Source: an optimization exercise on an open RTL-to-GDS flow (aim: small area, a short achievable clock period and few clock cycles per item). Production flows keep margins and buffers that such runs may drop. RTL that was checked went through simulation tests only; none was proved equivalent to the original. Only the layout flow was run in runs 1 to 4; the RTL was not checked for function there. Power and IR drop assume default switching activity.

==> flow/run.sh <==
#!/bin/bash
# synth_recipe.tcl (not shown) runs the flow's synth.tcl, then flattens the netlist and writes it again
# the make line also repeats each setting of config.mk as NAME=value (left out here)
make -C /OpenROAD-flow-scripts/flow DESIGN_CONFIG=/design/flow/config.mk WORK_HOME=/design/flow/orfs CLKGATE_MAP_FILE= SYNTH_SCRIPT=/design/flow/synth_recipe.tcl finish
==> flow/design.v <==
module mac_array_acc #(
  parameter int DATA_WIDTH = 8,
  parameter int ACC_WIDTH  = 32,
  parameter int LANES      = 4,
  parameter int LEN_W      = 16
) (
  input  logic                        clk,
  input  logic                        rst_n,
  input  logic                        start,
  input  logic [LEN_W-1:0]            vec_len,
  input  logic [LANES*ACC_WIDTH-1:0]  bias,
  input  logic                        sat_en,
  input  logic                        in_valid,
  output logic                        in_ready,
  input  logic [LANES*DATA_WIDTH-1:0] operand_a,
  input  logic [LANES*DATA_WIDTH-1:0] operand_b,
  output logic                        out_valid,
  input  logic                        out_ready,
  output logic [LANES*ACC_WIDTH-1:0]  out_data,
  output logic [LANES-1:0]            overflow,
  output logic                        busy
);
  logic             r_in_ready;
  logic             r_out_valid;
  logic             r_fin;
  logic [LEN_W-1:0] r_cnt;
  logic             r_sat;
  logic             w_beat, w_load, w_last, w_empty;
  assign busy    = r_in_ready | r_fin | (r_out_valid & ~out_ready);
  assign w_load  = start & ~busy;
  assign w_beat  = in_valid & r_in_ready;
  assign w_last  = (r_cnt == LEN_W'(1));
  assign w_empty = (vec_len == '0);
  always_ff @(posedge clk or negedge rst_n) begin
    if (!rst_n) begin
      r_in_ready  <= 1'b0;
      r_out_valid <= 1'b0;
      r_fin       <= 1'b0;
    end else begin
      r_fin <= w_beat & w_last;
      if (w_load) begin
        r_in_ready  <= ~w_empty;
        r_out_valid <= w_empty;
      end else if (w_beat && w_last) begin
        r_in_ready  <= 1'b0;
      end else if (r_fin) begin
        r_out_valid <= 1'b1;
      end else if (out_ready) begin
        r_out_valid <= 1'b0;
      end
    end
  end
  always_ff @(posedge clk) begin
    if (w_load) begin
      r_cnt <= vec_len;
      r_sat <= sat_en;
    end else if (w_beat) begin
      r_cnt <= r_cnt - 1'b1;
    end
  end
  for (genvar g = 0; g < LANES; g++) begin : g_lane
    logic [DATA_WIDTH-1:0] a_g;
    logic [11:0]           w_be;
    logic [15:0]           w_p, r_p;
    logic [15:0]           s;
    logic                  c;
    logic [ACC_WIDTH-1:0]  r_acc;
    logic                  r_ovf;
    logic [15:0]           hi, hi_nxt, lo_nxt;
    logic [15:0]           ones_below, zeros_below, m_up, m_dn;
    logic                  up, dn, v;
    logic                  is_max, is_min, sat_max, sat_min;
    assign a_g = operand_a[g*DATA_WIDTH +: DATA_WIDTH] & {DATA_WIDTH{w_beat}};
    mac_booth_enc u_enc (
      .b  (operand_b[g*DATA_WIDTH +: DATA_WIDTH]),
      .be (w_be)
    );
    mac_mul u_mul (
      .a  (a_g),
      .be (w_be),
      .p  (w_p)
    );
    always_ff @(posedge clk) begin
      r_p <= w_p;
    end
    mac_add16 u_add (
      .x (r_acc[15:0]),
      .y (r_p),
      .s (s),
      .c (c)
    );
    assign hi = r_acc[31:16];
    always_comb begin
      ones_below[0]  = 1'b1;
      zeros_below[0] = 1'b1;
      for (int i = 1; i < 16; i++) begin
        ones_below[i]  = ones_below[i-1] & hi[i-1];
        zeros_below[i] = zeros_below[i-1] & ~hi[i-1];
      end
    end
    assign is_max  = ones_below[15] & ~hi[15];
    assign is_min  = zeros_below[15] & hi[15];
    assign sat_max = r_sat & is_max;
    assign sat_min = r_sat & is_min;
    assign m_up    = ones_below & {16{~sat_max}};
    assign m_dn    = zeros_below & {16{~sat_min}};
    assign up  = c & ~r_p[15];
    assign dn  = ~c & r_p[15];
    assign v   = (up & is_max) | (dn & is_min);
    assign hi_nxt = hi ^ (({16{up}} & m_up) | ({16{dn}} & m_dn));
    assign lo_nxt = (s | {16{up & sat_max}}) & ~{16{dn & sat_min}};
    always_ff @(posedge clk) begin
      if (w_load) begin
        r_acc <= bias[g*ACC_WIDTH +: ACC_WIDTH];
        r_ovf <= 1'b0;
      end else begin
        r_acc <= {hi_nxt, lo_nxt};
        r_ovf <= r_ovf | v;
      end
    end
    assign out_data[g*ACC_WIDTH +: ACC_WIDTH] = r_acc;
    assign overflow[g] = r_ovf;
  end
  assign in_ready  = r_in_ready;
  assign out_valid = r_out_valid;
endmodule
module mac_mul (
  input  logic [7:0]  a,
  input  logic [11:0]  be,
  output logic [15:0] p
);
  wire p1 = ((be[0] & a[0]) | (be[1] & 1'b0)) ^ be[2];
  wire p2 = ((be[0] & a[1]) | (be[1] & a[0])) ^ be[2];
  wire p3 = ((be[0] & a[2]) | (be[1] & a[1])) ^ be[2];
  wire p4 = ((be[0] & a[3]) | (be[1] & a[2])) ^ be[2];
  wire p5 = ((be[0] & a[4]) | (be[1] & a[3])) ^ be[2];
  wire p6 = ((be[0] & a[5]) | (be[1] & a[4])) ^ be[2];
  wire p7 = ((be[0] & a[6]) | (be[1] & a[5])) ^ be[2];
  wire p8 = ((be[0] & a[7]) | (be[1] & a[6])) ^ be[2];
  wire p9 = ~(((be[0] & a[7]) | (be[1] & a[7])) ^ be[2]);
  wire p10 = ((be[3] & a[0]) | (be[4] & 1'b0)) ^ be[5];
  wire p11 = ((be[3] & a[1]) | (be[4] & a[0])) ^ be[5];
  wire p12 = ((be[3] & a[2]) | (be[4] & a[1])) ^ be[5];
  wire p13 = ((be[3] & a[3]) | (be[4] & a[2])) ^ be[5];
  wire p14 = ((be[3] & a[4]) | (be[4] & a[3])) ^ be[5];
  wire p15 = ((be[3] & a[5]) | (be[4] & a[4])) ^ be[5];
  wire p16 = ((be[3] & a[6]) | (be[4] & a[5])) ^ be[5];
  wire p17 = ((be[3] & a[7]) | (be[4] & a[6])) ^ be[5];
  wire p18 = ~(((be[3] & a[7]) | (be[4] & a[7])) ^ be[5]);
  wire p19 = ((be[6] & a[0]) | (be[7] & 1'b0)) ^ be[8];
  wire p20 = ((be[6] & a[1]) | (be[7] & a[0])) ^ be[8];
  wire p21 = ((be[6] & a[2]) | (be[7] & a[1])) ^ be[8];
  wire p22 = ((be[6] & a[3]) | (be[7] & a[2])) ^ be[8];
  wire p23 = ((be[6] & a[4]) | (be[7] & a[3])) ^ be[8];
  wire p24 = ((be[6] & a[5]) | (be[7] & a[4])) ^ be[8];
  wire p25 = ((be[6] & a[6]) | (be[7] & a[5])) ^ be[8];
  wire p26 = ((be[6] & a[7]) | (be[7] & a[6])) ^ be[8];
  wire p27 = ~(((be[6] & a[7]) | (be[7] & a[7])) ^ be[8]);
  wire p28 = ((be[9] & a[0]) | (be[10] & 1'b0)) ^ be[11];
  wire p29 = ((be[9] & a[1]) | (be[10] & a[0])) ^ be[11];
  wire p30 = ((be[9] & a[2]) | (be[10] & a[1])) ^ be[11];
  wire p31 = ((be[9] & a[3]) | (be[10] & a[2])) ^ be[11];
  wire p32 = ((be[9] & a[4]) | (be[10] & a[3])) ^ be[11];
  wire p33 = ((be[9] & a[5]) | (be[10] & a[4])) ^ be[11];
  wire p34 = ((be[9] & a[6]) | (be[10] & a[5])) ^ be[11];
  wire p35 = ((be[9] & a[7]) | (be[10] & a[6])) ^ be[11];
  wire p36 = ~(((be[9] & a[7]) | (be[10] & a[7])) ^ be[11]);
  wire s37 = be[11] ^ p7;
  wire c38 = be[11] & p7;
  wire s39 = p8 ^ p15;
  wire c40 = p8 & p15;
  wire s41 = 1'b1 ^ p9 ^ p16;
  wire c42 = (1'b1 & p9) | (1'b1 & p16) | (p9 & p16);
  wire s43 = 1'b1 ^ p17;
  wire c44 = 1'b1 & p17;
  wire s45 = be[8] ^ p5;
  wire c46 = be[8] & p5;
  wire s47 = p6 ^ p13;
  wire c48 = p6 & p13;
  wire s49 = p14 ^ p21 ^ p28;
  wire c50 = (p14 & p21) | (p14 & p28) | (p21 & p28);
  wire s51 = p22 ^ p29 ^ c38;
  wire c52 = (p22 & p29) | (p22 & c38) | (p29 & c38);
  wire s53 = p23 ^ p30 ^ c40;
  wire c54 = (p23 & p30) | (p23 & c40) | (p30 & c40);
  wire s55 = p24 ^ p31 ^ s43;
  wire c56 = (p24 & p31) | (p24 & s43) | (p31 & s43);
  wire s57 = p18 ^ p25 ^ p32;
  wire c58 = (p18 & p25) | (p18 & p32) | (p25 & p32);
  wire s59 = 1'b1 ^ p26;
  wire c60 = 1'b1 & p26;
  wire s61 = be[5] ^ p3;
  wire c62 = be[5] & p3;
  wire s63 = p4 ^ p11;
  wire c64 = p4 & p11;
  wire s65 = p12 ^ p19 ^ s45;
  wire c66 = (p12 & p19) | (p12 & s45) | (p19 & s45);
  wire s67 = p20 ^ c46 ^ s47;
  wire c68 = (p20 & c46) | (p20 & s47) | (c46 & s47);
  wire s69 = c48 ^ s37 ^ s49;
  wire c70 = (c48 & s37) | (c48 & s49) | (s37 & s49);
  wire s71 = s39 ^ c50 ^ s51;
  wire c72 = (s39 & c50) | (s39 & s51) | (c50 & s51);
  wire s73 = s41 ^ c52 ^ s53;
  wire c74 = (s41 & c52) | (s41 & s53) | (c52 & s53);
  wire s75 = c42 ^ c54 ^ s55;
  wire c76 = (c42 & c54) | (c42 & s55) | (c54 & s55);
  wire s77 = c44 ^ s57 ^ c56;
  wire c78 = (c44 & s57) | (c44 & c56) | (s57 & c56);
  wire s79 = p33 ^ s59 ^ c58;
  wire c80 = (p33 & s59) | (p33 & c58) | (s59 & c58);
  wire s81 = p27 ^ p34 ^ c60;
  wire c82 = (p27 & p34) | (p27 & c60) | (p34 & c60);
  wire s83 = 1'b1 ^ p35;
  wire c84 = 1'b1 & p35;
  wire g85 = be[2] & p1;
  wire g86 = p2 & 1'b0;
  wire g87 = p10 & s61;
  wire g88 = c62 & s63;
  wire g89 = c64 & s65;
  wire g90 = c66 & s67;
  wire g91 = c68 & s69;
  wire g92 = c70 & s71;
  wire g93 = c72 & s73;
  wire g94 = c74 & s75;
  wire g95 = s77 & c76;
  wire g96 = s79 & c78;
  wire g97 = s81 & c80;
  wire g98 = s83 & c82;
  wire g99 = p36 & c84;
  wire g100 = 1'b1 & 1'b0;
  wire pr101 = be[2] ^ p1;
  wire pr102 = p2 ^ 1'b0;
  wire pr103 = p10 ^ s61;
  wire pr104 = c62 ^ s63;
  wire pr105 = c64 ^ s65;
  wire pr106 = c66 ^ s67;
  wire pr107 = c68 ^ s69;
  wire pr108 = c70 ^ s71;
  wire pr109 = c72 ^ s73;
  wire pr110 = c74 ^ s75;
  wire pr111 = s77 ^ c76;
  wire pr112 = s79 ^ c78;
  wire pr113 = s81 ^ c80;
  wire pr114 = s83 ^ c82;
  wire pr115 = p36 ^ c84;
  wire pr116 = 1'b1 ^ 1'b0;
  wire G117 = g86 | (pr102 & g85);
  wire P118 = pr102 & pr101;
  wire G119 = g88 | (pr104 & g87);
  wire P120 = pr104 & pr103;
  wire G121 = g90 | (pr106 & g89);
  wire P122 = pr106 & pr105;
  wire G123 = g92 | (pr108 & g91);
  wire P124 = pr108 & pr107;
  wire G125 = g94 | (pr110 & g93);
  wire P126 = pr110 & pr109;
  wire G127 = g96 | (pr112 & g95);
  wire P128 = pr112 & pr111;
  wire G129 = g98 | (pr114 & g97);
  wire P130 = pr114 & pr113;
  wire G131 = g100 | (pr116 & g99);
  wire P132 = pr116 & pr115;
  wire G133 = g87 | (pr103 & G117);
  wire P134 = pr103 & P118;
  wire G135 = G119 | (P120 & G117);
  wire P136 = P120 & P118;
  wire G137 = g91 | (pr107 & G121);
  wire P138 = pr107 & P122;
  wire G139 = G123 | (P124 & G121);
  wire P140 = P124 & P122;
  wire G141 = g95 | (pr111 & G125);
  wire P142 = pr111 & P126;
  wire G143 = G127 | (P128 & G125);
  wire P144 = P128 & P126;
  wire G145 = g99 | (pr115 & G129);
  wire P146 = pr115 & P130;
  wire G147 = G131 | (P132 & G129);
  wire P148 = P132 & P130;
  wire G149 = g89 | (pr105 & G135);
  wire P150 = pr105 & P136;
  wire G151 = G121 | (P122 & G135);
  wire P152 = P122 & P136;
  wire G153 = G137 | (P138 & G135);
  wire P154 = P138 & P136;
  wire G155 = G139 | (P140 & G135);
  wire P156 = P140 & P136;
  wire G157 = g97 | (pr113 & G143);
  wire P158 = pr113 & P144;
  wire G159 = G129 | (P130 & G143);
  wire P160 = P130 & P144;
  wire G161 = G145 | (P146 & G143);
  wire P162 = P146 & P144;
  wire G163 = G147 | (P148 & G143);
  wire P164 = P148 & P144;
  wire G165 = g93 | (pr109 & G155);
  wire P166 = pr109 & P156;
  wire G167 = G125 | (P126 & G155);
  wire P168 = P126 & P156;
  wire G169 = G141 | (P142 & G155);
  wire P170 = P142 & P156;
  wire G171 = G143 | (P144 & G155);
  wire P172 = P144 & P156;
  wire G173 = G157 | (P158 & G155);
  wire P174 = P158 & P156;
  wire G175 = G159 | (P160 & G155);
  wire P176 = P160 & P156;
  wire G177 = G161 | (P162 & G155);
  wire P178 = P162 & P156;
  wire G179 = G163 | (P164 & G155);
  wire P180 = P164 & P156;
  wire S181 = pr102 ^ g85;
  wire S182 = pr103 ^ G117;
  wire S183 = pr104 ^ G133;
  wire S184 = pr105 ^ G135;
  wire S185 = pr106 ^ G149;
  wire S186 = pr107 ^ G151;
  wire S187 = pr108 ^ G153;
  wire S188 = pr109 ^ G155;
  wire S189 = pr110 ^ G165;
  wire S190 = pr111 ^ G167;
  wire S191 = pr112 ^ G169;
  wire S192 = pr113 ^ G171;
  wire S193 = pr114 ^ G173;
  wire S194 = pr115 ^ G175;
  wire S195 = pr116 ^ G177;
  assign p = {S195,S194,S193,S192,S191,S190,S189,S188,S187,S186,S185,S184,S183,S182,S181,pr101};
endmodule
module mac_add16 (
  input  logic [15:0] x,
  input  logic [15:0] y,
  output logic [15:0] s,
  output logic        c
);
  wire g196 = x[0] & y[0];
  wire g197 = x[1] & y[1];
  wire g198 = x[2] & y[2];
  wire g199 = x[3] & y[3];
  wire g200 = x[4] & y[4];
  wire g201 = x[5] & y[5];
  wire g202 = x[6] & y[6];
  wire g203 = x[7] & y[7];
  wire g204 = x[8] & y[8];
  wire g205 = x[9] & y[9];
  wire g206 = x[10] & y[10];
  wire g207 = x[11] & y[11];
  wire g208 = x[12] & y[12];
  wire g209 = x[13] & y[13];
  wire g210 = x[14] & y[14];
  wire g211 = x[15] & y[15];
  wire pr212 = x[0] ^ y[0];
  wire pr213 = x[1] ^ y[1];
  wire pr214 = x[2] ^ y[2];
  wire pr215 = x[3] ^ y[3];
  wire pr216 = x[4] ^ y[4];
  wire pr217 = x[5] ^ y[5];
  wire pr218 = x[6] ^ y[6];
  wire pr219 = x[7] ^ y[7];
  wire pr220 = x[8] ^ y[8];
  wire pr221 = x[9] ^ y[9];
  wire pr222 = x[10] ^ y[10];
  wire pr223 = x[11] ^ y[11];
  wire pr224 = x[12] ^ y[12];
  wire pr225 = x[13] ^ y[13];
  wire pr226 = x[14] ^ y[14];
  wire pr227 = x[15] ^ y[15];
  wire G228 = g197 | (pr213 & g196);
  wire P229 = pr213 & pr212;
  wire G230 = g199 | (pr215 & g198);
  wire P231 = pr215 & pr214;
  wire G232 = g201 | (pr217 & g200);
  wire P233 = pr217 & pr216;
  wire G234 = g203 | (pr219 & g202);
  wire P235 = pr219 & pr218;
  wire G236 = g205 | (pr221 & g204);
  wire P237 = pr221 & pr220;
  wire G238 = g207 | (pr223 & g206);
  wire P239 = pr223 & pr222;
  wire G240 = g209 | (pr225 & g208);
  wire P241 = pr225 & pr224;
  wire G242 = g211 | (pr227 & g210);
  wire P243 = pr227 & pr226;
  wire G244 = g198 | (pr214 & G228);
  wire P245 = pr214 & P229;
  wire G246 = G230 | (P231 & G228);
  wire P247 = P231 & P229;
  wire G248 = g202 | (pr218 & G232);
  wire P249 = pr218 & P233;
  wire G250 = G234 | (P235 & G232);
  wire P251 = P235 & P233;
  wire G252 = g206 | (pr222 & G236);
  wire P253 = pr222 & P237;
  wire G254 = G238 | (P239 & G236);
  wire P255 = P239 & P237;
  wire G256 = g210 | (pr226 & G240);
  wire P257 = pr226 & P241;
  wire G258 = G242 | (P243 & G240);
  wire P259 = P243 & P241;
  wire G260 = g200 | (pr216 & G246);
  wire P261 = pr216 & P247;
  wire G262 = G232 | (P233 & G246);
  wire P263 = P233 & P247;
  wire G264 = G248 | (P249 & G246);
  wire P265 = P249 & P247;
  wire G266 = G250 | (P251 & G246);
  wire P267 = P251 & P247;
  wire G268 = g208 | (pr224 & G254);
  wire P269 = pr224 & P255;
  wire G270 = G240 | (P241 & G254);
  wire P271 = P241 & P255;
  wire G272 = G256 | (P257 & G254);
  wire P273 = P257 & P255;
  wire G274 = G258 | (P259 & G254);
  wire P275 = P259 & P255;
  wire G276 = g204 | (pr220 & G266);
  wire P277 = pr220 & P267;
  wire G278 = G236 | (P237 & G266);
  wire P279 = P237 & P267;
  wire G280 = G252 | (P253 & G266);
  wire P281 = P253 & P267;
  wire G282 = G254 | (P255 & G266);
  wire P283 = P255 & P267;
  wire G284 = G268 | (P269 & G266);
  wire P285 = P269 & P267;
  wire G286 = G270 | (P271 & G266);
  wire P287 = P271 & P267;
  wire G288 = G272 | (P273 & G266);
  wire P289 = P273 & P267;
  wire G290 = G274 | (P275 & G266);
  wire P291 = P275 & P267;
  wire S292 = pr213 ^ g196;
  wire S293 = pr214 ^ G228;
  wire S294 = pr215 ^ G244;
  wire S295 = pr216 ^ G246;
  wire S296 = pr217 ^ G260;
  wire S297 = pr218 ^ G262;
  wire S298 = pr219 ^ G264;
  wire S299 = pr220 ^ G266;
  wire S300 = pr221 ^ G276;
  wire S301 = pr222 ^ G278;
  wire S302 = pr223 ^ G280;
  wire S303 = pr224 ^ G282;
  wire S304 = pr225 ^ G284;
  wire S305 = pr226 ^ G286;
  wire S306 = pr227 ^ G288;
  assign s = {S306,S305,S304,S303,S302,S301,S300,S299,S298,S297,S296,S295,S294,S293,S292,pr212};
  assign c = G290;
endmodule
module mac_booth_enc (
  input  logic [7:0]  b,
  output logic [11:0] be
);
  for (genvar k = 0; k < 4; k++) begin : g_d
    logic b1, b0, bm;
    assign b1 = b[2*k+1];
    assign b0 = b[2*k];
    if (k == 0) begin : g_z
      assign bm = 1'b0;
    end else begin : g_n
      assign bm = b[2*k-1];
    end
    assign be[3*k]   = b0 ^ bm;
    assign be[3*k+1] = (b1 & ~b0 & ~bm) | (~b1 & b0 & bm);
    assign be[3*k+2] = b1;
  end
endmodule
==> flow/constraint.sdc <==
create_clock -name core_clock -period 5.5 [get_ports {clk}]
set_input_delay 1.1000 -clock core_clock [delete_from_list [all_inputs] [get_ports {clk}]]
set_output_delay 1.1000 -clock core_clock [all_outputs]
set_load 0.01 [all_outputs]
==> flow/config.mk <==
export PLATFORM = sky130hd
export DESIGN_NAME = mac_array_acc
export DESIGN_NICKNAME = mac_array_acc
export VERILOG_FILES = /design/flow/design.v
export SDC_FILE = /design/flow/constraint.sdc
export NUM_CORES = 4
export LEC_CHECK = 0
export ABC_AREA = 1
export CAP_MARGIN = 20
export CORE_MARGIN = 2
export CORE_UTILIZATION = 45
export SLEW_MARGIN = 20
==> results of run 1 <==
==> state kept, by name (all words and copies together), names as in the netlist <==
register and count:
g_lane.r_acc 128, g_lane.r_ovf 4, g_lane.r_p 64, r_cnt 16, r_fin 1, r_in_ready 1, r_out_valid 1, r_sat 1
==> where the power goes <==
group          leakage [nW]  internal [mW]  switching, mW
clock                 0.497           1.22          0.757
combinational          9.76           4.17           5.41
sequential             1.85           2.55          0.741
==> cell type report <==
class                   instances  area share (%)
diodes                          2          0.0207
clock buffers                  44            3.75
clock inverters                 8           0.389
inverters                     373            5.81
multi-input cells            1958            52.6
flip-flops and latches        216            18.7
well taps                     539            2.79
repair buffers                395            15.9
==> cell families (layout without fill, tap and decap cells) <==
group	after synthesis	in the layout	synth area share (%)
AO/OA/AOI/OAI	362	362	11.2
flip-flops	216	216	23.8
multiplexers	1	1	0.0594
XOR/XNOR	203	203	9.38
other	0	2	0
adder cells (fa/ha/maj)	234	234	18.8
AND/OR/NAND/NOR	1158	1158	27.4
buffers and inverters	447	820	9.38
==> worst reg2reg max path, delay by kind of cell (launching register included) <==
family	cells	cell delay [ns]
AOI/OAI and AO/OA	5	1.00
xor gates and xnor gates	2	0.39
adders and majority gates	3	1.35
buffers and inverters	4	0.46
DFF	1	0.38
and+or+nand+nor	4	0.53
==> through the flow <==
step           hold WS (ns)  setup slack [ns]  instance area [um2]  instances  total power [mW]
2_1_floorplan         0.443             0.674                19000       2621              9.90
3_3_place_gp          0.453            0.0866                23100       3481              12.7
3_5_place_dp          0.469             0.148                23100       3481              12.9
4_1_cts               0.485             0.737                24100       3533              15.0
5_1_grt               0.506             0.388                24100       3534              16.4
6_report              0.488             0.667                24100       3535              14.8
==> path summary, 6_finish.rpt <==
| kind | from | endpoint | slack [ns] | cells after the start |
|---|---|---|---|---|
| worst max-delay path | in_valid | g_lane[2].r_p[14] | 0.67 | 19 |
| worst min-delay path | g_lane[0].r_ovf | g_lane[0].r_ovf | 0.49 | 2 |
| worst max register to register | r_in_ready | g_lane[2].r_p[14] | 1.27 | 18 |
| worst min register to register | g_lane[0].r_ovf | g_lane[0].r_ovf | 0.49 | 2 |
| max in group asynchronous | rst_n | r_out_valid | 4.51 | 1 |
| min in group asynchronous | rst_n | r_fin | 0.77 | 1 |
==> metal layers <==
| layer | up-vias | wire length (um) | track usage, % |
|---|---|---|---|
| met5 | - | 57 | 0 |
| met4 | 8 | 2120 | 8.84 |
| met3 | 114 | 3770 | 5.25 |
| met2 | 568 | 26500 | 43.4 |
| met1 | 8371 | 24800 | 32.5 |
| li1 | 9283 | - | - |
==> cell usage in the layout, fill, tap and decap left out, types with 31 or more instances in the layout <==
master / n
nand2_1: 648
inv_1: 358
clkdlybuf4s50_1: 348
nand3_1: 262
dfxtp_1: 196
xor2_1: 171
ha_1: 150
nor2_1: 123
o22ai_1: 103
a21oi_1: 84
fa_1: 84
o21ai_0: 69
buf_4: 46
o21ai_1: 39
xnor2_1: 32
clkbuf_16: 31
==> impl_metrics.env, run 1 <==
export IMPL_fp_dieH_um=209
export IMPL_relSlewSlack_pct=29.3
export IMPL_final_seq_area_um2=4510
export IMPL_rsz0062_at_grt="false"
export IMPL_finalCriticalPeriod_ns=4.83
export IMPL_clock_sinks=216
export IMPL_async_flop_share_pct=1.39
export IMPL_syn_area_um2=19000
export IMPL_p_leak_nw=12.1
export IMPL_final_nets=3421
export IMPL_synth_edff_count=17
export IMPL_post_cts_resized=0
export IMPL_tightest_slew_ns=1.06
export IMPL_first_global_vias=18000
export IMPL_drt_iter0_markers=1070
export IMPL_io_pins=349
export IMPL_initial_core_util_pct=45.4
export IMPL_synth_distinct_cells=46
export IMPL_hpwl_um=45400
export IMPL_critPathKind="in -> reg"
export IMPL_antenna_left=0
export IMPL_cp_data_required_time_ns=5.93
export IMPL_syn_nets=3069
export IMPL_grt_pass1_wl_um=91700
export IMPL_ys_flop_type="dfxtp_1"
export IMPL_hold_viol_final=0
export IMPL_hold_class="reg -> reg"
export IMPL_num_rows=75
export IMPL_grt_start_max_net_pins=88
export IMPL_crit_path_end_kind="register"
export IMPL_wirelength_um=57300
export IMPL_outcome="finished clean"
export IMPL_dr_pass1_iters=5
export IMPL_critPathTopFamily="adder cells"
export IMPL_yosys_warnings=1
export IMPL_post_cts_buffers=0
export IMPL_seq_area_frac_synth_pct=23.8
export IMPL_arrival_ns=5.26
export IMPL_syn2layout_area_growth_pct=27.2
export IMPL_cellPowerDensity_nw_per_um2=615
export IMPL_numCtsBuffers=29
export IMPL_dr_total_vias=18300
export IMPL_yosys_top_cells_count="nand2_1 (648), inv_1 (359), nand3_1 (263)"
export IMPL_netlist_instances=2621
export IMPL_cts_reportedPaths_clkPinSlew_ns=0.06
export IMPL_overflow=0
export IMPL_crit_chain="clkdlybuf4s50_1 > nand2_1 > clkinv_1 > buf_12 > nand2_1 > o22ai_1 > xor2_1 > inv_1 > fa_1 > fa_1 > inv_1 > ha_1 > a21oi_1 > nor2_1 > a211oi_1 > nor2_1 > a211oi_1 > o21ai_0 > xor2_1"
export IMPL_multi_input_area_um2=12700
export IMPL_yosys_area_top_type="dfxtp_1"
export IMPL_drive_above_1_share_pct=6.48
export IMPL_min_period_over_period_pct=87.9
export IMPL_fillers=3880
export IMPL_clock_path_buffers=3
export IMPL_yosysMostFrequentCell="nand2_1"
export IMPL_slew_violations=0
export IMPL_avgViaCountPerCell=5.19
export IMPL_cts_hold_buffers=0
export IMPL_antenna_found_initial=5
export IMPL_cts_tree="yes"
export IMPL_synth_seq_cells=216
export IMPL_core_um2=41800
export IMPL_worst_path_max_delay_cell="fa_1"
export IMPL_max_stage_delay_ns=0.55
export IMPL_portBuffers=348
export IMPL_gp_congestion=0.943
export IMPL_fmax_mhz=207
export IMPL_drv_cap=0
export IMPL_setup_viol=0
export IMPL_crit_buf_inv=5
export IMPL_grtUsageTotal_pct=25.6
export IMPL_htreeDepth=1
export IMPL_start_kind="input pin"
export IMPL_insertion_delay_ns=0.57
export IMPL_ir_drop_uv=481
export IMPL_synth_avg_cell_area_um2=7.24
export IMPL_drc_errors=0
export IMPL_crit_path_max_fanout=35
export IMPL_yosys_top_cells_area="dfxtp_1 (21%), nand2_1 (13%), ha_1 (9.9%)"
export IMPL_fin_tns_setup_ns=0
export IMPL_die_w_um=209
export IMPL_fin_util_pct=57.8
export IMPL_die_area_um2=43800
export IMPL_clockRootBuffer="clkbuf_16"
export IMPL_synth_top_area_share_pct=20.7
export IMPL_wire_per_inst_um=16.2
export IMPL_clock_skew_ns=0.0204
==> run 2, diff against run 1 <==
--- a/flow/design.v
+++ b/flow/design.v
@@ -25,2 +25,3 @@
   logic             r_fin;
+  logic             r_pvld;
   logic [LEN_W-1:0] r_cnt;
@@ -38,4 +39,6 @@
       r_fin       <= 1'b0;
+      r_pvld      <= 1'b0;
     end else begin
       r_fin <= w_beat & w_last;
+      r_pvld <= w_beat;
       if (w_load) begin
@@ -61,5 +64,4 @@
   for (genvar g = 0; g < LANES; g++) begin : g_lane
-    logic [DATA_WIDTH-1:0] a_g;
     logic [11:0]           w_be;
-    logic [15:0]           w_p, r_p;
+    logic [15:0]           w_p, r_p, p_g;
     logic [15:0]           s;
@@ -72,3 +74,2 @@
     logic                  is_max, is_min, sat_max, sat_min;
-    assign a_g = operand_a[g*DATA_WIDTH +: DATA_WIDTH] & {DATA_WIDTH{w_beat}};
     mac_booth_enc u_enc (
@@ -78,3 +79,3 @@
     mac_mul u_mul (
-      .a  (a_g),
+      .a  (operand_a[g*DATA_WIDTH +: DATA_WIDTH]),
       .be (w_be),
@@ -85,5 +86,6 @@
     end
+    assign p_g = r_p & {16{r_pvld}};
     mac_add16 u_add (
       .x (r_acc[15:0]),
-      .y (r_p),
+      .y (p_g),
       .s (s),
@@ -106,4 +108,4 @@
     assign m_dn    = zeros_below & {16{~sat_min}};
-    assign up  = c & ~r_p[15];
-    assign dn  = ~c & r_p[15];
+    assign up  = c & ~p_g[15];
+    assign dn  = ~c & p_g[15];
     assign v   = (up & is_max) | (dn & is_min);
==> flow/flow/run.sh (new file) <==
#!/bin/bash
# The standard layout, with the smallest plain buffer on every port in
# place of the default port buffer cell, and a clock tree without dummy
# loads and with larger sink clusters.
set -euo pipefail
bash standard.sh \
  'BUFFER_PORTS_ARGS=-buffer_cell sky130_fd_sc_hd__buf_1' \
  'CTS_ARGS=-sink_clustering_enable -repair_clock_nets -dont_use_dummy_load -sink_clustering_size 30 -sink_clustering_max_diameter 80' \
  finish > standard.log 2>&1
==> flow/standard.sh (new file) <==
#!/bin/bash
# synth_recipe.tcl (not shown) runs the flow's synth.tcl, then flattens the netlist and writes it again
# the make line also repeats each setting of config.mk as NAME=value (left out here)
make -C /OpenROAD-flow-scripts/flow DESIGN_CONFIG=/design/flow/config.mk WORK_HOME=/design/flow/orfs CLKGATE_MAP_FILE= SYNTH_SCRIPT=/design/flow/synth_recipe.tcl "${@:-finish}"
--- a/flow/config.mk
+++ b/flow/config.mk
@@ -10,3 +10,3 @@
 export CORE_MARGIN = 2
-export CORE_UTILIZATION = 45
+export CORE_UTILIZATION = 40
 export SLEW_MARGIN = 20
removed: flow/run.sh
==> impl_metrics.env, run 2 <==
export IMPL_ir_drop_uv=282
export IMPL_yosys_area_top_type="dfxtp_1"
export IMPL_netlist_instances=2696
export IMPL_outcome="finished clean"
export IMPL_drt_iter0_markers=1056
export IMPL_start_kind="input pin"
export IMPL_synth_area_mux_share_pct=0.0591
export IMPL_clock_skew_ns=0.0454
export IMPL_cellPowerDensity_nw_per_um2=464
export IMPL_syn_nets=3144
export IMPL_num_rows=79
export IMPL_antenna_left=0
export IMPL_syn_area_um2=19100
export IMPL_reg_top3="g_lane.r_acc: 128 flops, g_lane.r_p: 64 flops, r_cnt: 16 flops"
export IMPL_final_seq_area_um2=4540
export IMPL_setup_slack_ns=0.850
export IMPL_dr_pass1_iters=5
export IMPL_final_nets=3454
export IMPL_syn2layout_area_growth_pct=12.2
export IMPL_reg2reg_depth=17
export IMPL_arrival_ns=5.08
export IMPL_antenna_found_initial=4
export IMPL_tightest_slew_ns=0.989
export IMPL_hold_viol_final=0
export IMPL_fillers=4889
export IMPL_cts_tree="yes"
export IMPL_overflow=0
export IMPL_drive_above_1_share_pct=4.06
export IMPL_hpwl_um=43900
export IMPL_fmax_mhz=215
export IMPL_cts_reportedPaths_clkPinSlew_ns=0.09
export IMPL_ys_flop_type="dfxtp_1"
export IMPL_core_um2=46800
export IMPL_hold_class="in -> async"
export IMPL_cp_data_required_time_ns=5.93
export IMPL_clock_path_buffers=3
export IMPL_dr_total_vias=18300
export IMPL_clock_sinks=217
export IMPL_io_pins=349
export IMPL_die_area_um2=49400
export IMPL_synth_seq_cells=217
export IMPL_p_leak_nw=11.2
export IMPL_r2r_end="g_lane[0].r_acc[6]"
export IMPL_synth_adder_area_share_pct=18.7
export IMPL_post_cts_resized=0
export IMPL_place_ws_ns=0.341
export IMPL_async_flop_share_pct=1.84
export IMPL_die_w_um=222
export IMPL_post_cts_buffers=0
export IMPL_crit_path_max_fanout=18
export IMPL_yosys_warnings=1
export IMPL_relSlewSlack_pct=34.1
export IMPL_fin_tns_setup_ns=0
export IMPL_multi_input_area_um2=12500
export IMPL_htreeDepth=1
export IMPL_slew_violations=0
export IMPL_crit_path_end_kind="register"
export IMPL_synth_top_family_by_area="simple AND/OR/NAND/NOR gates"
export IMPL_max_flop_register="g_lane.r_acc"
export IMPL_seq_area_frac_synth_pct=23.8
export IMPL_avgViaCountPerCell=5.07
export IMPL_synth_edff_count=17
export IMPL_synth_avg_cell_area_um2=7.07
export IMPL_wire_per_inst_um=15.1
export IMPL_synth_top_area_share_pct=20.6
export IMPL_yosysMostFrequentCell="nand2_1"
export IMPL_synth_distinct_cells=50
export IMPL_portBuffers=348
export IMPL_drc_errors=0
export IMPL_clockRootBuffer="clkbuf_16"
export IMPL_final_common_cell="nand2_1"
export IMPL_rsz0062_at_grt="false"
export IMPL_layout_common_cells="nand2_1 (679), inv_1 (414), buf_1 (348)"
export IMPL_wirelength_um=54700
export IMPL_synthSimpleGateAreaFrac_pct=26.7
export IMPL_setup_viol=0
export IMPL_synth_xor_area_share_pct=8.46
export IMPL_insertion_delay_ns=0.53
export IMPL_fp_dieH_um=222
export IMPL_yosys_top_cells_area="dfxtp_1 (21%), nand2_1 (13%), ha_1 (9.9%)"
export IMPL_yosys_top_cells_count="nand2_1 (679), inv_1 (414), nand3_1 (267)"
export IMPL_ff2ff_setup_slack_ns=1.38
export IMPL_synth_compound_area_share_pct=11.6
export IMPL_first_global_vias=17700
export IMPL_initial_core_util_pct=40.8
export IMPL_grt_pass1_wl_um=88700
export IMPL_gp_congestion=0.911
export IMPL_min_period_over_period_pct=84.5
export IMPL_finalCriticalPeriod_ns=4.65
export IMPL_cts_hold_buffers=0
export IMPL_grt_start_max_net_pins=87
export IMPL_critPathKind="in -> reg"
export IMPL_grtUsageTotal_pct=21.7
export IMPL_r2r_start="r_pvld"
export IMPL_numCtsBuffers=19
export IMPL_drv_cap=0
export IMPL_largest_reg_flops=128
## run 2: changes by cell type after synthesis, sizes merged, moves of 11 or more
cell    delta
inv       +56
o21ai     +13
nor2      -11
o22ai     -19
clkbuf    +15
o211ai    +21
nand2     +30
## run 2: area by class of cell
| class | count | area share, % |
|---|---|---|
| diodes | 3 | 0.0351 |
| clock buffers | 19 | 2.22 |
| inverters | 429 | 7.56 |
| multi-input cells | 1965 | 58.4 |
| flip-flops and latches | 217 | 21.2 |
| well taps | 607 | 3.55 |
| repair buffers | 374 | 7.02 |
## run 2: power breakdown
group	internal, mW	switching, mW	total, mW
registers	2.39	0.590	2.98
logic	2.24	3.50	5.74
clock network	0.609	0.592	1.20
total	5.24	4.68	9.92
## run 2: kinds of logic after synthesis
| logic type | count (synthesis) |
|---|---|
| compound gates | 377 |
| xor+xnor | 184 |
| fa+ha+maj | 234 |
| buf+inv | 514 |
| flops | 217 |
| mux | 1 |
| simple gates | 1169 |
## run 2: through the flow
stage | power (mW) | instances | hold WS (ns) | utilization [%] | instance area, um2
floorplan | 7.13 | 2696 | 0.443 | - | 19100
global placement | 8.56 | 3592 | 0.461 | 44.7 | 20900
detailed placement | 8.75 | 3592 | 0.460 | 44.7 | 20900
CTS | 10.0 | 3611 | 0.371 | 45.7 | 21400
global route | 11.0 | 3613 | 0.388 | 45.7 | 21400
finish | 9.92 | 3614 | 0.396 | 45.7 | 21400
## run 2: per-layer routing
metal / up-vias / track usage, % / part of all wire [%]
met5: - / 0 / 0.040
met4: 4 / 5.82 / 2.5
met3: 69 / 3.37 / 6.0
met2: 528 / 35.7 / 45
met1: 8404 / 29.4 / 47
li1: 9330 / - / -
## run 2: how the worst max path moves through the flow
| stage | to | start |
|---|---|---|
| floorplan | g_lane[2].r_p[14] | operand_b[19] |
| global placement | g_lane[3].r_p[14] | operand_b[25] |
| detailed placement | g_lane[3].r_p[14] | operand_b[25] |
| CTS | g_lane[3].r_p[14] | operand_b[25] |
| global route | g_lane[3].r_p[15] | operand_b[25] |
| finish | g_lane[3].r_p[14] | operand_b[25] |
## run 2: worst max-delay path: stages
cell      delay, ns
buf_1          0.47
nor2_1         0.15
o21ai_1        0.40
o22ai_1        0.14
xor2_1         0.25
inv_1          0.09
fa_1           0.47
fa_1           0.54
inv_1          0.04
ha_1           0.32
a21oi_1        0.20
nor2_1         0.06
a211oi_1       0.17
nand2_1        0.12
a21o_1         0.19
a21oi_1        0.19
xor2_1         0.18
==> run 3, diff against run 2 <==
--- a/flow/design.v
+++ b/flow/design.v
@@ -24,3 +24,2 @@
   logic             r_out_valid;
-  logic             r_fin;
   logic             r_pvld;
@@ -29,3 +28,3 @@
   logic             w_beat, w_load, w_last, w_empty;
-  assign busy    = r_in_ready | r_fin | (r_out_valid & ~out_ready);
+  assign busy    = r_in_ready | (r_out_valid & ~out_ready);
   assign w_load  = start & ~busy;
@@ -38,6 +37,4 @@
       r_out_valid <= 1'b0;
-      r_fin       <= 1'b0;
       r_pvld      <= 1'b0;
     end else begin
-      r_fin <= w_beat & w_last;
       r_pvld <= w_beat;
@@ -48,3 +45,2 @@
         r_in_ready  <= 1'b0;
-      end else if (r_fin) begin
         r_out_valid <= 1'b1;
@@ -122,4 +118,4 @@
     end
-    assign out_data[g*ACC_WIDTH +: ACC_WIDTH] = r_acc;
-    assign overflow[g] = r_ovf;
+    assign out_data[g*ACC_WIDTH +: ACC_WIDTH] = {hi_nxt, lo_nxt};
+    assign overflow[g] = r_ovf | v;
   end
==> impl_metrics.env, run 3 <==
export IMPL_io_pins=349
export IMPL_wire_per_inst_um=14.8
export IMPL_final_nets=3593
export IMPL_wirelength_um=56300
export IMPL_yosys_top_cells_count="nand2_1 (742), inv_1 (433), nand3_1 (281)"
export IMPL_wl_met2_um=24500
export IMPL_first_global_vias=17800
export IMPL_clock_sinks=216
export IMPL_synth_top_area_share_pct=19.7
export IMPL_synth_seq_cells=216
export IMPL_drc_errors=0
export IMPL_tightest_slew_ns=0.900
export IMPL_async_flop_share_pct=1.39
export IMPL_power_share_clock_pct=9.6
export IMPL_clock_path_buffers=3
export IMPL_cts_tree="yes"
export IMPL_yosys_area_top_type="dfxtp_1"
export IMPL_crit_path_max_fanout=33
export IMPL_fin_util_pct=45.4
export IMPL_cts_reportedPaths_clkPinSlew_ns=0.07
export IMPL_hpwl_um=45300
export IMPL_syn_area_um2=19900
export IMPL_setup_viol=0
export IMPL_synth_edff_count=17
export IMPL_fin_tns_setup_ns=0
export IMPL_grtUsageTotal_pct=21.2
export IMPL_power_total_mw=11.7
export IMPL_grt_start_max_net_pins=81
export IMPL_initial_core_util_pct=40.5
export IMPL_seq_area_frac_synth_pct=22.7
export IMPL_slew_violations=0
export IMPL_p_leak_nw=11.7
export IMPL_max_flop_register="g_lane.r_acc"
export IMPL_syn_nets=3284
export IMPL_reg_top3="g_lane.r_acc: 128 flops, g_lane.r_p: 64 flops, r_cnt: 16 flops"
export IMPL_dr_pass1_iters=5
export IMPL_swShare_pct=50.2
export IMPL_die_area_um2=51500
export IMPL_final_seq_area_um2=4510
export IMPL_fp_dieH_um=227
export IMPL_htreeDepth=1
export IMPL_yosys_top_cells_area="dfxtp_1 (20%), nand2_1 (14%), ha_1 (9.4%)"
export IMPL_insertion_delay_ns=0.51
export IMPL_drt_met1_wl_um=27300
export IMPL_hold_class="in -> async"
export IMPL_final_common_cell="nand2_1"
export IMPL_cts_hold_buffers=0
export IMPL_p_sw_mw=5.86
export IMPL_ys_flop_type="dfxtp_1"
export IMPL_critPathKind="reg -> out"
export IMPL_post_cts_resized=1
export IMPL_largest_reg_flops=128
export IMPL_relSlewSlack_pct=40.0
export IMPL_combPwrFrac_pct=66.0
export IMPL_grt_pass1_wl_um=89800
export IMPL_hold_viol_final=0
export IMPL_clock_skew_ns=0.0482
export IMPL_cellPowerDensity_nw_per_um2=524
export IMPL_yosysMostFrequentCell="nand2_1"
export IMPL_drt_iter0_markers=1060
export IMPL_portBuffers=348
export IMPL_core_um2=49100
export IMPL_fmax_mhz=195
export IMPL_post_cts_buffers=0
export IMPL_arrival_ns=4.03
export IMPL_crit_path_end_kind="primary output"
export IMPL_synth_avg_cell_area_um2=7.01
export IMPL_place_area_um2=21900
export IMPL_antenna_left=0
export IMPL_drv_cap=0
export IMPL_seqPwrFrac_pct=24.5
export IMPL_multi_input_area_um2=13300
export IMPL_yosys_warnings=1
export IMPL_antenna_found_initial=3
export IMPL_dr_total_vias=19000
export IMPL_holdWs_ns=0.472
export IMPL_fillers=5141
export IMPL_min_period_over_period_pct=93.4
export IMPL_clockRootBuffer="clkbuf_16"
export IMPL_ir_drop_uv=242
export IMPL_avgViaCountPerCell=4.98
export IMPL_numCtsBuffers=17
export IMPL_finalCriticalPeriod_ns=5.13
export IMPL_cp_data_required_time_ns=4.40
export IMPL_start_kind="register"
export IMPL_num_rows=81
export IMPL_outcome="finished clean"
export IMPL_layout_common_cells="nand2_1 (742), inv_1 (433), buf_1 (348)"
export IMPL_post_route_cell_area_um2=22300
export IMPL_gp_congestion=0.924
export IMPL_drive_above_1_share_pct=4.71
export IMPL_rsz0062_at_grt="false"
export IMPL_synth_distinct_cells=44
export IMPL_power_internal_mw=5.82
export IMPL_die_w_um=227
export IMPL_syn2layout_area_growth_pct=12.1
export IMPL_top_layer="met4"
export IMPL_wl_met3_um=3020
export IMPL_overflow=0
export IMPL_netlist_instances=2836
-- run 3: changes by cell type in the layout (fill, tap and decap cells not counted), moves of 19 or more --
cell     before  now
and2_1        2   60
o21ai_0     111   67
a21oi_2       1   28
a21oi_1      84  108
inv_1       414  433
nand2_1     679  742
-- run 3: kinds of logic (layout without fill, tap and decap cells) --
| kind of cell | after synthesis | count (layout) | synth area share (%) |
|---|---|---|---|
| compound gates | 379 | 379 | 11.5 |
| xor+xnor | 187 | 187 | 8.24 |
| fa+ha+maj | 234 | 234 | 17.9 |
| buf+inv | 536 | 843 | 10.6 |
| flops | 216 | 216 | 22.7 |
| other cells | 0 | 3 | 0 |
| simple gates | 1284 | 1284 | 29.1 |
-- run 3: routing by layer --
layer	vias to the layer above	track usage (%)
li1	9731	-
met1	8675	30.6
met2	498	33.6
met3	78	2.41
met4	0	5.90
met5	-	0
-- run 3: worst paths after layout --
path                                            end  depth (start not counted)                 from  slack, ns
worst min register to register  g_lane[3].r_acc[26]                          3  g_lane[3].r_acc[26]       0.52
min in group core_clock         g_lane[3].r_acc[26]                          3  g_lane[3].r_acc[26]       0.52
max in group asynchronous                    r_pvld                          1                rst_n       4.71
worst max-delay path                  out_data[100]                         16               r_pvld       0.37
worst max register to register  g_lane[1].r_acc[10]                         20               r_pvld       1.89
worst min-delay path                    r_out_valid                          1                rst_n       0.47
-- run 3: final cells by class --
cell class                 instances  area share, %
clock buffer                      17           1.91
antenna                            3         0.0337
timing repair buffer             378           6.93
tap                              664           3.73
multi-input combinational       2084           59.6
sequential                       216           20.2
inverter                         448           7.55
-- run 3: power by group through the flow --
stage | clock (mW) | sequential [mW] | combinational, mW
global placement | 0 | 2.88 | 7.57
CTS | 1.18 | 2.85 | 7.74
global route | 1.23 | 2.94 | 8.78
floorplan | 0 | 2.73 | 5.54
detailed placement | 0 | 2.88 | 7.70
finish | 1.12 | 2.86 | 7.71
-- run 3: per-stage QoR --
step | worst slack (ns) | cells
global placement | 0.429 | 3790
CTS | 0.0308 | 3807
finish | 0.365 | 3810
floorplan | 0.651 | 2836
detailed placement | 0.443 | 3790
global route | 0.0288 | 3810
-- run 3: critical path: stages, from the launching register on --
cell and delay (ns):
dfrtp_4 0.65, buf_4 0.26, nand2_1 0.07, inv_1 0.07, ha_1 0.15, inv_1 0.06, fa_1 0.37, inv_1 0.10
nand3_1 0.07, nand2_1 0.14, nand4_1 0.10, nand2_1 0.19, nand4_1 0.16, a21oi_2 0.22, nand4_4 0.30, a21oi_1 0.44
buf_1 0.19
==> run 4, diff against run 3 <==
--- a/flow/config.mk
+++ b/flow/config.mk
@@ -11,2 +11,3 @@
 export CORE_UTILIZATION = 40
+export SETUP_SLACK_MARGIN = 0.8
 export SLEW_MARGIN = 20
==> impl_metrics.env, run 4 <==
export IMPL_gp_congestion=0.927
export IMPL_place_ws_ns=0.351
export IMPL_dr_total_vias=19300
export IMPL_overflow=0
export IMPL_yosys_top_cells_area="dfxtp_1 (20%), nand2_1 (14%), ha_1 (9.4%)"
export IMPL_fin_tns_setup_ns=0
export IMPL_numCtsBuffers=16
export IMPL_htreeDepth=1
export IMPL_rsz0062_at_grt="true"
export IMPL_yosys_area_top_type="dfxtp_1"
export IMPL_dr_pass1_iters=6
export IMPL_fillers=5098
export IMPL_synth_edff_count=17
export IMPL_final_common_cell="nand2_1"
export IMPL_crit_path_max_fanout=8
export IMPL_max_stage_delay_ns=0.42
export IMPL_grt_pass1_wl_um=90300
export IMPL_layout_common_cells="nand2_1 (734), inv_1 (427), buf_1 (304)"
export IMPL_synth_avg_cell_area_um2=7.01
export IMPL_hold_class="in -> async"
export IMPL_netlist_instances=2836
export IMPL_tightest_slew_ns=0.777
export IMPL_seq_area_frac_synth_pct=22.7
export IMPL_antenna_left=0
export IMPL_setup_slack_ns=0.944
export IMPL_grt_start_max_net_pins=73
export IMPL_wirelength_um=58600
export IMPL_post_route_cell_area_um2=23200
export IMPL_first_global_vias=18000
export IMPL_crit_path_end_kind="primary output"
export IMPL_die_area_um2=51500
export IMPL_power_total_mw=12.3
export IMPL_antenna_found_initial=1
export IMPL_drc_errors=0
export IMPL_num_rows=81
export IMPL_clock_path_buffers=3
export IMPL_initial_core_util_pct=40.5
export IMPL_p_leak_nw=12.2
export IMPL_ff2ff_setup_slack_ns=2.48
export IMPL_die_w_um=227
export IMPL_portBuffers=348
export IMPL_worst_path_max_delay_cell="dfrtp_2"
export IMPL_drv_cap=0
export IMPL_finalCriticalPeriod_ns=4.56
export IMPL_max_flop_register="g_lane.r_acc"
export IMPL_arrival_ns=3.46
export IMPL_clock_sinks=216
export IMPL_fmax_mhz=220
export IMPL_async_flop_share_pct=1.39
export IMPL_critPathKind="reg -> out"
export IMPL_crit_buf_inv=6
export IMPL_cellPowerDensity_nw_per_um2=529
export IMPL_synth_top_area_share_pct=19.7
export IMPL_fp_dieH_um=227
export IMPL_wire_per_inst_um=15.2
export IMPL_path_common_cell="nand3_1"
export IMPL_reg_top3="g_lane.r_acc: 128 flops, g_lane.r_p: 64 flops, r_cnt: 16 flops"
export IMPL_hpwl_um=45600
export IMPL_cts_tree="yes"
export IMPL_largest_reg_flops=128
export IMPL_grtUsageTotal_pct=21.5
export IMPL_ir_drop_uv=297
export IMPL_outcome="finished clean"
export IMPL_clockRootBuffer="clkbuf_16"
export IMPL_setup_viol=0
export IMPL_final_nets=3629
export IMPL_place_area_um2=21900
export IMPL_syn_area_um2=19900
export IMPL_clock_skew_ns=0.0420
export IMPL_ys_flop_type="dfxtp_1"
export IMPL_yosys_warnings=1
export IMPL_insertion_delay_ns=0.52
export IMPL_core_um2=49100
export IMPL_synth_seq_cells=216
export IMPL_avgViaCountPerCell=5.03
export IMPL_yosysMostFrequentCell="nand2_1"
export IMPL_start_kind="register"
export IMPL_relSlewSlack_pct=48.1
export IMPL_drive_above_1_share_pct=9.12
export IMPL_slew_violations=0
export IMPL_hold_viol_final=0
export IMPL_yosys_top_cells_count="nand2_1 (742), inv_1 (433), nand3_1 (281)"
export IMPL_drt_iter0_markers=1120
export IMPL_cp_data_required_time_ns=4.40
export IMPL_critPathTopFamily="simple AND/OR/NAND/NOR gates"
export IMPL_fin_util_pct=47.3
export IMPL_crit_chain="buf_12 > nand2_1 > inv_1 > ha_1 > inv_1 > fa_2 > inv_2 > nand3_1 > nand2_2 > nand4_1 > nand2_2 > nand4_1 > a21oi_4 > clkbuf_16 > nand3_1 > nand3_1 > and2_1 > buf_1"
export IMPL_cts_reportedPaths_clkPinSlew_ns=0.08
export IMPL_syn2layout_area_growth_pct=16.7
export IMPL_min_period_over_period_pct=82.8
export IMPL_syn_nets=3284
export IMPL_synth_distinct_cells=44
export IMPL_io_pins=349
-- run 4: cell count changes in the layout (fill, tap and decap cells not counted), sizes merged --
cell | before | now
diode | 3 | 2
buf | 378 | 383
clkbuf | 17 | 48
-- run 4: worst register-to-register path, stage by stage, from the launching register on --
cell       delay, ns
dfrtp_2         0.45
buf_8           0.17
buf_4           0.17
nand2_1         0.06
inv_1           0.05
ha_1            0.32
a21oi_1         0.20
nand2_2         0.10
nand4_1         0.09
nand2_2         0.08
nand4_1         0.17
nand2_1         0.10
nor2_2          0.10
buf_6           0.15
nand3_2         0.11
nor2_4          0.19
clkbuf_16       0.22
a21oi_4         0.06
nand2_1         0.06
nand2_1         0.06
-- run 4: repair_timing --
item | in CTS | in global routing
resized for setup | 43 | 99
endpoints found under the setup margin | 125 | 139
buffers inserted | 9 | 22
pin swaps | 7 | 16
hold buffers | 0 | 0
gates cloned | 0 | 9
-- run 4: cell families after synthesis --
family                   share of synthesized area (%)
buffers and inverters                             10.6
AO/OA/AOI/OAI                                     11.5
XOR/XNOR                                          8.24
flip-flops                                        22.7
AND/OR/NAND/NOR                                   29.1
adder cells (fa/ha/maj)                           17.9
-- run 4: metrics by stage --
step	hold slack, ns	instances
3_3_place_gp	0.494	3786
5_1_grt	0.486	3844
2_1_floorplan	0.481	2836
4_1_cts	0.470	3812
6_report	0.501	3845
3_5_place_dp	0.502	3787
-- run 4: area by class of cell --
cell class | instances | area [um2] | share of cell area (%)
timing repair buffer | 415 | 2190 | 9.44
sequential | 216 | 4510 | 19.4
clock buffer | 16 | 400 | 1.73
inverter | 448 | 1690 | 7.27
antenna | 2 | 5.00 | 0.0216
tap | 664 | 831 | 3.58
multi-input combinational | 2084 | 13600 | 58.5
-- run 4: path summary, 6_finish.rpt --
check                                    start                   to  cells past startpoint
max in group asynchronous                rst_n               r_pvld                      1
min                                      rst_n           r_in_ready                      1
min in group core_clock    g_lane[2].r_acc[22]  g_lane[2].r_acc[22]                      3
min reg2reg                g_lane[2].r_acc[22]  g_lane[2].r_acc[22]                      3
max reg2reg                             r_pvld   g_lane[1].r_acc[2]                     19
max                                     r_pvld        out_data[116]                     18
-- run 4: per-layer routing --
metal,track usage (%),part of all wire [%]
met5,0,0
met4,6.03,2.4
met2,34.4,45
met3,1.87,4.8
met1,31.0,48
-- run 4: where the power goes --
| part | internal [mW] | total (mW) | leakage [nW] | switching (mW) |
|---|---|---|---|---|
| combinational | 3.33 | 8.34 | 10.1 | 5.02 |
| clock | 0.519 | 1.08 | 0.197 | 0.565 |
| sequential | 2.38 | 2.84 | 1.84 | 0.460 |
| total | 6.23 | 12.3 | 12.2 | 6.04 |
==> run 5, diff against run 4 <==
--- a/flow/design.v
+++ b/flow/design.v
@@ -24,3 +24,2 @@
   logic             r_out_valid;
-  logic             r_pvld;
   logic [LEN_W-1:0] r_cnt;
@@ -37,5 +36,3 @@
       r_out_valid <= 1'b0;
-      r_pvld      <= 1'b0;
     end else begin
-      r_pvld <= w_beat;
       if (w_load) begin
@@ -80,5 +77,5 @@
     always_ff @(posedge clk) begin
-      r_p <= w_p;
+      r_p <= w_p & {16{w_beat}};
     end
-    assign p_g = r_p & {16{r_pvld}};
+    assign p_g = r_p;
     mac_add16 u_add (
--- a/flow/config.mk
+++ b/flow/config.mk
@@ -11,3 +11,2 @@
 export CORE_UTILIZATION = 40
-export SETUP_SLACK_MARGIN = 0.8
 export SLEW_MARGIN = 20
==> impl_metrics.env, run 5 <==
export IMPL_drv_cap=0
export IMPL_gp_congestion=0.936
export IMPL_cts_hold_buffers=0
export IMPL_max_flop_register="g_lane.r_acc"
export IMPL_crit_path_end_kind="primary output"
export IMPL_outcome="finished clean"
export IMPL_hpwl_um=46600
export IMPL_slew_violations=0
export IMPL_rsz0062_at_grt="false"
export IMPL_portBuffers=348
export IMPL_yosys_warnings=1
export IMPL_drive_above_1_share_pct=6.19
export IMPL_clock_sinks=215
export IMPL_critPathKind="reg -> out"
export IMPL_initial_core_util_pct=40.3
export IMPL_crit_path_max_fanout=18
export IMPL_dr_pass1_iters=5
export IMPL_syn_nets=3245
export IMPL_fin_util_pct=45.4
export IMPL_grt_pass1_wl_um=94700
export IMPL_wire_per_inst_um=15.4
export IMPL_synth_avg_cell_area_um2=7.19
export IMPL_io_pins=349
export IMPL_ys_flop_type="dfxtp_1"
export IMPL_tightest_slew_ns=0.787
export IMPL_yosys_top_cells_count="nand2_1 (676), inv_1 (404), nand3_1 (260)"
export IMPL_die_w_um=228
export IMPL_final_nets=3566
export IMPL_drt_iter0_markers=977
export IMPL_num_rows=82
export IMPL_synth_seq_cells=215
export IMPL_yosys_top_cells_area="dfxtp_1 (20%), nand2_1 (13%), ha_1 (9.3%)"
export IMPL_first_global_vias=18600
export IMPL_syn2layout_area_growth_pct=12.5
export IMPL_clock_path_buffers=3
export IMPL_dr_total_vias=18900
export IMPL_wirelength_um=58500
export IMPL_insertion_delay_ns=0.55
export IMPL_antenna_left=0
export IMPL_syn_area_um2=20100
export IMPL_cts_reportedPaths_clkPinSlew_ns=0.07
export IMPL_antenna_found_initial=3
export IMPL_netlist_instances=2797
export IMPL_cellPowerDensity_nw_per_um2=569
export IMPL_hold_class="in -> async"
export IMPL_htreeDepth=1
export IMPL_drc_errors=0
export IMPL_seq_area_frac_synth_pct=22.3
export IMPL_setup_viol=0
export IMPL_largest_reg_flops=128
export IMPL_core_um2=49900
export IMPL_post_cts_resized=0
export IMPL_clock_skew_ns=0.0660
export IMPL_cp_data_required_time_ns=4.40
export IMPL_place_area_um2=22100
export IMPL_ir_drop_uv=288
export IMPL_layout_common_cells="nand2_1 (675), inv_1 (404), buf_1 (348)"
export IMPL_arrival_ns=3.72
export IMPL_fillers=5260
export IMPL_multi_input_area_um2=13600
export IMPL_hold_viol_final=0
export IMPL_final_common_cell="nand2_1"
export IMPL_grtUsageTotal_pct=22.0
export IMPL_die_area_um2=52100
export IMPL_fmax_mhz=208
export IMPL_fp_dieH_um=228
export IMPL_clockRootBuffer="clkbuf_16"
export IMPL_relSlewSlack_pct=47.4
export IMPL_post_route_cell_area_um2=22600
export IMPL_reg2reg_depth=15
export IMPL_numCtsBuffers=22
export IMPL_reg_top3="g_lane.r_acc: 128 flops, g_lane.r_p: 64 flops, r_cnt: 16 flops"
export IMPL_overflow=0
export IMPL_synth_edff_count=17
export IMPL_p_leak_nw=11.5
export IMPL_synth_top_area_share_pct=19.5
export IMPL_synth_distinct_cells=48
export IMPL_fin_tns_setup_ns=0
export IMPL_post_cts_buffers=0
export IMPL_async_flop_share_pct=0.930
export IMPL_min_period_over_period_pct=87.6
export IMPL_cts_tree="yes"
export IMPL_power_total_mw=12.9
export IMPL_final_seq_area_um2=4480
export IMPL_finalCriticalPeriod_ns=4.82
export IMPL_yosys_area_top_type="dfxtp_1"
export IMPL_start_kind="register"
export IMPL_yosysMostFrequentCell="nand2_1"
export IMPL_grt_start_max_net_pins=89
export IMPL_avgViaCountPerCell=4.99
-- run 5: stage by stage --
stage | worst slack, ns | std cells | hold WS, ns
floorplan | 0.509 | 2797 | 0.481
global placement | 0.603 | 3766 | 0.500
detailed placement | 0.494 | 3766 | 0.503
CTS | 0.667 | 3788 | 0.286
global route | 0.411 | 3789 | 0.305
finish | 0.684 | 3790 | 0.329
-- run 5: kinds of logic (layout without fill, tap and decap cells) --
family          count (synthesis)  in the layout  share of synthesized area, %
simple gates                 1276           1276                          29.3
flops                         215            215                          22.3
fa+ha+maj                     234            234                          17.7
compound gates                386            386                          12.8
xor+xnor                      180            180                          7.84
buf+inv                       506            825                          10.1
other cells                     0              2                             0
-- run 5: routing by layer --
| layer | track usage [%] | vias up | routed length (um) |
|---|---|---|---|
| li1 | - | 9684 | - |
| met1 | 29.1 | 8639 | 26900 |
| met2 | 37.9 | 502 | 27300 |
| met3 | 2.86 | 68 | 2960 |
| met4 | 5.31 | 2 | 1350 |
| met5 | 0 | - | 13 |
-- run 5: cell type report --
| cell class | instances | share of cell area [%] |
|---|---|---|
| Tap cell | 672 | 3.71 |
| Sequential cell | 215 | 19.8 |
| Multi-Input combinational cell | 2076 | 60.2 |
| Antenna cell | 2 | 0.0221 |
| Timing Repair Buffer | 380 | 6.83 |
| Inverter | 423 | 7.04 |
| Clock buffer | 22 | 2.43 |
-- run 5: power breakdown --
part / internal (mW) / switching, mW / leakage [nW] / total (mW)
Sequential: 2.31 / 0.480 / 1.83 / 2.79
Combinational: 3.41 / 5.34 / 9.38 / 8.76
Clock: 0.702 / 0.635 / 0.271 / 1.34
-- run 5: worst max-delay path, cell delays in order, from the launching register on --
cell	delay (ns)
dfxtp_1	0.33
ha_1	0.20
inv_1	0.07
fa_1	0.16
inv_1	0.06
nand3_1	0.06
nand2_1	0.11
nand4_1	0.09
nand2_1	0.14
nand4_1	0.15
and3_1	0.67
nand3_2	0.21
nor2_4	0.59
a21oi_1	0.14
buf_1	0.17
-- run 5: final timing paths --
path	startpoint	slack, ns	end
min in group core_clock	g_lane[0].r_acc[18]	0.52	g_lane[0].r_acc[18]
setup reg to reg	g_lane[2].r_p[0]	2.22	g_lane[2].r_acc[8]
hold reg to reg	g_lane[0].r_acc[18]	0.52	g_lane[0].r_acc[18]
setup / recovery	g_lane[0].r_p[0]	0.68	out_data[0]
hold / removal	rst_n	0.33	r_out_valid
max in group asynchronous	rst_n	5.04	r_in_ready
Testbench counts of run 5, summed over its fixed seeds: cycles 5,520, jobs 320.
==> run 6, diff against run 5 <==
--- a/flow/config.mk
+++ b/flow/config.mk
@@ -11,2 +11,3 @@
 export CORE_UTILIZATION = 40
+export SETUP_SLACK_MARGIN = 1.3
 export SLEW_MARGIN = 20
==> impl_metrics.env, run 6 <==
export IMPL_core_um2=49900
export IMPL_fin_tns_setup_ns=0
export IMPL_cts_tree="yes"
export IMPL_max_flop_register="g_lane.r_acc"
export IMPL_outcome="finished clean"
export IMPL_cellPowerDensity_nw_per_um2=579
export IMPL_drv_cap=0
export IMPL_htreeDepth=1
export IMPL_syn2layout_area_growth_pct=30.0
export IMPL_synth_distinct_cells=48
export IMPL_reg_top3="g_lane.r_acc: 128 flops, g_lane.r_p: 64 flops, r_cnt: 16 flops"
export IMPL_critPathKind="reg -> out"
export IMPL_insertion_delay_ns=0.57
export IMPL_final_nets=3693
export IMPL_final_common_cell="nand2_1"
export IMPL_syn_area_um2=20100
export IMPL_antenna_left=0
export IMPL_hold_class="in -> async"
export IMPL_multi_input_area_um2=15300
export IMPL_power_share_clock_pct=8.9
export IMPL_worst_path_max_delay_cell="dfxtp_2"
export IMPL_largest_reg_flops=128
export IMPL_async_flop_share_pct=0.930
export IMPL_ys_flop_type="dfxtp_1"
export IMPL_first_global_vias=19000
export IMPL_initial_core_util_pct=40.3
export IMPL_power_internal_mw=8.00
export IMPL_seqPwrFrac_pct=18.8
export IMPL_num_rows=82
export IMPL_p_sw_mw=7.15
export IMPL_portBuffers=348
export IMPL_n_antenna_cell=0
export IMPL_die_w_um=228
export IMPL_drt_iter0_markers=1094
export IMPL_yosys_top_cells_count="nand2_1 (676), inv_1 (404), nand3_1 (260)"
export IMPL_synth_avg_cell_area_um2=7.19
export IMPL_slew_violations=0
export IMPL_p_leak_nw=12.9
export IMPL_grt_pass1_wl_um=97600
export IMPL_antenna_found_initial=3
export IMPL_clock_path_buffers=3
export IMPL_max_stage_delay_ns=0.35
export IMPL_tightest_slew_ns=0.845
export IMPL_use_met1_pct=31.5
export IMPL_final_seq_area_um2=4500
export IMPL_wire_per_inst_um=16.3
export IMPL_relSlewSlack_pct=43.7
export IMPL_dr_total_vias=20200
export IMPL_cts_reportedPaths_clkPinSlew_ns=0.08
export IMPL_yosys_top_cells_area="dfxtp_1 (20%), nand2_1 (13%), ha_1 (9.3%)"
export IMPL_fmax_mhz=229
export IMPL_seq_area_frac_synth_pct=22.3
export IMPL_arrival_ns=3.26
export IMPL_fp_dieH_um=228
export IMPL_io_pins=349
export IMPL_numCtsBuffers=22
export IMPL_dr_pass1_iters=5
export IMPL_rsz0062_at_grt="true"
export IMPL_layout_common_cells="nand2_1 (607), inv_1 (376), buf_1 (242)"
export IMPL_grt_busiest_layer="met2"
export IMPL_place_ws_ns=0.566
export IMPL_power_total_mw=15.1
export IMPL_crit_path_max_fanout=4
export IMPL_die_area_um2=52100
export IMPL_clockRootBuffer="clkbuf_16"
export IMPL_clock_sinks=215
export IMPL_fillers=4840
export IMPL_yosysMostFrequentCell="nand2_1"
export IMPL_avgViaCountPerCell=5.15
export IMPL_met2_usage_pct=37.7
export IMPL_grtUsageTotal_pct=22.7
export IMPL_crit_path_end_kind="primary output"
export IMPL_setup_slack_ns=1.14
export IMPL_drc_errors=0
export IMPL_synth_top_area_share_pct=19.5
export IMPL_netlist_instances=2797
export IMPL_swShare_pct=47.2
export IMPL_gp_congestion=0.925
export IMPL_synth_edff_count=17
export IMPL_overflow=0
export IMPL_crit_chain="ha_4 > inv_2 > fa_2 > inv_2 > nand3_2 > nand2_4 > nand4_1 > nand2_2 > nand4_1 > a21oi_4 > buf_6 > buf_6 > clkbuf_16 > nand3_1 > nand2_1 > nand2_1 > and2_4 > buf_2"
export IMPL_finalCriticalPeriod_ns=4.36
export IMPL_clock_skew_ns=0.0575
export IMPL_combPwrFrac_pct=72.3
export IMPL_wirelength_um=63700
export IMPL_syn_nets=3245
export IMPL_ir_drop_uv=434
export IMPL_hold_viol_final=0
export IMPL_setup_viol=0
export IMPL_drive_above_1_share_pct=22.1
export IMPL_min_period_over_period_pct=79.3
export IMPL_hpwl_um=46900
export IMPL_start_kind="register"
export IMPL_use_met3_pct=2.39
export IMPL_grt_start_max_net_pins=76
export IMPL_yosys_area_top_type="dfxtp_1"
export IMPL_cp_data_required_time_ns=4.40
export IMPL_synth_seq_cells=215
export IMPL_yosys_warnings=1
## run 6: cell counts after synthesis
No cell type changed its count.
## run 6: worst paths after layout
path / start / endpoint / slack (ns) / cells past startpoint
max in group asynchronous: rst_n / r_in_ready / 5.02 / 1
setup reg to reg: g_lane[2].r_acc[0] / g_lane[2].r_acc[2] / 2.73 / 17
min in group core_clock: g_lane[3].r_acc[26] / g_lane[3].r_acc[26] / 0.52 / 3
hold / removal: rst_n / r_out_valid / 0.35 / 1
hold reg to reg: g_lane[3].r_acc[26] / g_lane[3].r_acc[26] / 0.52 / 3
setup / recovery: g_lane[2].r_acc[0] / out_data[83] / 1.14 / 18
## run 6: power by group through the flow
| stage | Clock (mW) | Sequential (mW) | Combinational (mW) |
|---|---|---|---|
| 2_1_floorplan | 0 | 2.67 | 6.60 |
| 3_3_place_gp | 0 | 2.80 | 8.64 |
| 3_5_place_dp | 0 | 2.80 | 8.83 |
| 4_1_cts | 1.39 | 2.79 | 9.77 |
| 5_1_grt | 1.44 | 2.92 | 12.1 |
| 6_report | 1.34 | 2.84 | 11.0 |
## run 6: repair_timing
action | CTS | global route
buffers inserted | 42 | 78
cloned | 5 | 7
pin swaps | 34 | 102
hold buffers | 0 | 0
endpoints found under the setup margin | 140 | 158
resized for setup | 176 | 370
## run 6: worst max-delay path: cells and delay by family, from the launching register on
family | cells | cell delay [ns]
compound gates | 1 | 0.28
simple gates | 9 | 0.94
flops | 1 | 0.35
buf+inv | 6 | 0.62
fa+ha+maj | 2 | 0.48
## run 6: area by class of cell
class | count | area share, %
Sequential cell | 215 | 17.2
Clock buffer | 22 | 2.11
Timing Repair Buffer | 502 | 12.6
Multi-Input combinational cell | 2081 | 58.4
Inverter | 423 | 6.40
Tap cell | 672 | 3.22
## run 6: routing by layer
metal  vias to the layer above  routed length, um
met5                         -                  0
met4                         0               1320
met3                        97               3580
met2                       565              29800
li1                       9988                  -
met1                      9510              29000
## run 6: cells by family (layout without fill, tap and decap cells)
logic type	count (synthesis)	after routing	share of synthesized area, %
AND/OR/NAND/NOR	1276	1281	29.3
buffers and inverters	506	947	10.1
AO/OA/AOI/OAI	386	386	12.8
adder cells (fa/ha/maj)	234	234	17.7
flip-flops	215	215	22.3
XOR/XNOR	180	180	7.84
## run 6: stage by stage
stage | instance area [um2] | std cells | utilization (%) | hold slack [ns]
2_1_floorplan | 20600 | 2797 | - | 0.481
4_1_cts | 24100 | 3830 | 48.4 | 0.329
3_3_place_gp | 22500 | 3761 | 45.0 | 0.492
5_1_grt | 26100 | 3915 | 52.4 | 0.332
6_report | 26100 | 3915 | 52.4 | 0.353
3_5_place_dp | 22500 | 3761 | 45.0 | 0.502

Check on run 6: ideal ports give 1.139 ns setup slack; a clkbuf_16 on the clock port and buf_2 on the inputs give 1.079 ns; moving port delays by the midpoint clock arrival (0.597 ns) as well gives 0.889 ns.
